Background: an optimization exercise with open tools, aiming at small area, a short achievable clock period and few clock cycles. Do not read the settings as production practice. Only simulation tests tie the RTL to the original design; equivalence was not proved.

==> v3 <==
## lms_weight_top
module lms_weight_top (
    input  logic                     clk,
    input  logic                     rstn,
    input  logic                     req_valid,
    input  lms_pkg::tap_t            req_tap,
    input  lms_pkg::sample_t         req_err,
    input  lms_pkg::sample_t         req_ref,
    input  logic [32-1:0]  req_power,
    input  lms_pkg::tap_t            rd_tap,
    output logic                     credit_return,
    output logic                     upd_done,
    output lms_pkg::tap_t            upd_tap,
    output lms_pkg::weight_t         rd_weight
);
make LEC_CHECK=0 CAP_MARGIN=20 CORE_MARGIN=2 CORE_UTILIZATION=40 SETUP_SLACK_MARGIN=5 SLEW_MARGIN=20 finish   # period 10.0 ns
run.sh (not shown) runs the stock make flow with config.mk's settings and CLKGATE_MAP_FILE= SYNTH_SCRIPT=/design/flow/synth_recipe.tcl, a recipe that flattens the netlist after the stock synthesis.
==> inputs of v37, as changes to v3 <==
--- a/flow/design.v
+++ b/flow/design.v
@@ -210,23 +210,18 @@
             vld[wr_tap] <= 1'b1;
     end
     always_ff @(posedge clk)
     begin
         if (wr_en)
             weights[wr_tap] <= wr_data;
     end
-    logic [3:0][15:0] rd_part;
-    logic [1:0]       rd_hi;
     always_ff @(posedge clk)
     begin
-        for (int j = 0; j < 4; j++)
-            rd_part[j] <= vld[{j[1:0], rd_tap[2:0]}] ? weights[{j[1:0], rd_tap[2:0]}] : '0;
-        rd_hi <= rd_tap[4:3];
+        rd_weight <= vld[rd_tap] ? weights[rd_tap] : '0;
     end
-    assign rd_weight = rd_part[rd_hi];
 endmodule
 `timescale 1ns/1ps
 module lms_update_ctrl #(
     parameter int CQ_N = 6
 ) (
     input  logic                     clk,
     input  logic                     rstn,
@@ -295,14 +290,16 @@
     logic               p_zero;
     lms_pkg::tap_t      p_tap;
     logic               p_neg;
     logic [27:0]        p_ps;
     logic [27:0]        p_pc;
     logic [26:0]        p_na;
     logic [3:0]         p_cyc;
+    logic [4:0]         p_top;    
+    logic               p_odd;    
     logic p_go;
     logic d_free;
     logic p_go_nx;
     logic d_free_nx;
     logic p_zero_nx;
     logic upd_done_nx;
     logic res_ok_nx;
@@ -323,22 +320,26 @@
             p_zero <= zero;
             p_tap  <= s_tap;
             p_neg  <= s_es ^ s_fs ^ s_ns;
             p_ps   <= mul_s;
             p_pc   <= mul_c;
             p_na   <= s_na;
             p_cyc  <= cyc;
+            p_top  <= lsum[4:0] - 5'd1;
+            p_odd  <= !kk[0];
         end
     end
     logic [27:0] p_mag;
     logic [26:0] p_a;
     logic [28:0] p_b;
     assign p_mag = p_ps + p_pc;
     assign p_a   = p_mag[26:0];
     assign p_b   = {1'b0, p_na, 1'b0} << {p_cyc - 4'd1, 1'b0};
+    logic p_trim;
+    assign p_trim = p_odd && (p_cyc != 4'd1) && !p_mag[p_top];
     logic        m_valid;
     logic [26:0] m_a;
     logic [28:0] m_b;
     logic [3:0]  m_cyc;
     logic        m_neg;
     logic ld_m, ld_p, p_to_m;
     assign ld_m   = d_free && m_valid;
@@ -353,16 +354,16 @@
             m_valid <= m_valid_nx;
     end
     always_ff @(posedge clk)
     begin
         if (p_to_m)
         begin
             m_a   <= p_a;
-            m_b   <= p_b;
-            m_cyc <= p_cyc;
+            m_b   <= p_trim ? (p_b >> 2) : p_b;
+            m_cyc <= p_trim ? (p_cyc - 4'd1) : p_cyc;
             m_neg <= p_neg;
         end
     end
     assign d_load = ld_m || ld_p;
     assign d_a    = m_valid ? m_a   : p_a;
     assign d_b    = m_valid ? m_b   : p_b;
     assign d_cnt  = m_valid ? m_cyc : p_cyc;
@@ -505,15 +506,24 @@
         begin
             rr_q[1]   <= d_res_q;
             rr_neg[1] <= d_res_neg;
         end
     end
     lms_pkg::tap_t    next_tap;
     lms_pkg::weight_t cw;
-    assign next_tap = cq_pop ? cq_tap[1] : cq_tap[0];
+    logic [1:0][4:0] cq_tap_nx;
+    always_comb
+    begin
+        for (int i = 0; i < 2; i++)
+            cq_tap_nx[i] = cq_ins[i] ? p_tap : (cq_pop ? cq_tap[i + 1] : cq_tap[i]);
+    end
+    always_ff @(posedge clk)
+    begin
+        next_tap <= upd_done_nx ? cq_tap_nx[1] : cq_tap_nx[0];
+    end
     assign cur_tap  = next_tap;
     always_ff @(posedge clk)
     begin
         if (wr_en && (wr_tap == next_tap))
             cw <= wr_data;
         else
             cw <= cur_weight;
==> flow/flow/run.sh (new file) <==
#!/bin/bash
set -euo pipefail
sed 's/SETUP_SLACK_MARGIN=[0-9.]*/SETUP_SLACK_MARGIN=7.0/' standard.sh > standard_margin.sh
grep -q 'SETUP_SLACK_MARGIN=7.0' standard_margin.sh
bash standard_margin.sh > standard_run.log 2>&1
==> flow/standard.sh (new file) <==
#!/bin/bash
# synth_recipe.tcl (not shown) runs the flow's synth.tcl, then flattens the netlist and writes it again
# the make line also repeats each setting of config.mk as NAME=value (left out here)
make -C /OpenROAD-flow-scripts/flow DESIGN_CONFIG=/design/flow/config.mk WORK_HOME=/design/flow/orfs CLKGATE_MAP_FILE= SYNTH_SCRIPT=/design/flow/synth_recipe.tcl "${@:-finish}"
removed: flow/run.sh
==> run notes <==
In v37 the fmax is higher than in v3, by about 19%.
In v3 the global-route usage is lower than in v37, by 1.2 points.
v3 ran to the end with no violations. v37 produced a clean layout.
Of v3 and v37, v37 has the higher register-to-register slack (gap 0.64 ns).
In v3 the synthesized cell count is higher than in v37, by 15%.
Testbench counts of v3, summed over its fixed seeds: cycles 4,479.
Testbench counts of v37, summed over its fixed seeds: cycles 4,328.

## re-timing with driven ports
How much do the figures lean on ideal ports? The routed layouts below were timed once more, with nothing changed but the port constraints.
Step 1, drivers: a clkbuf_16 drives clk and a buf_2 each remaining input, both assumed.
Step 2 times the ports against the registers' clock, not the clock port: input delays grow and output delays shrink by t, the midpoint of the rising clock arrivals with the driver on.
Slacks: no drivers / after step 1 / after step 2; pairs: no drivers / after step 1.
| run | t (ns) | setup WS [ns] | clock arrival spread, ns |
|---|---|---|---|
| v3 | 0.793 | 5.133 / 5.058 / 5.186 | 0.120 / 0.120 |
| v37 | 0.812 | 5.897 / 5.897 / 5.749 | 0.100 / 0.100 |
After both steps setup and hold are still met in every run listed. The setup slack of v37, which loses most, moves by 0.000 ns with the drivers and by -0.148 ns with both steps.
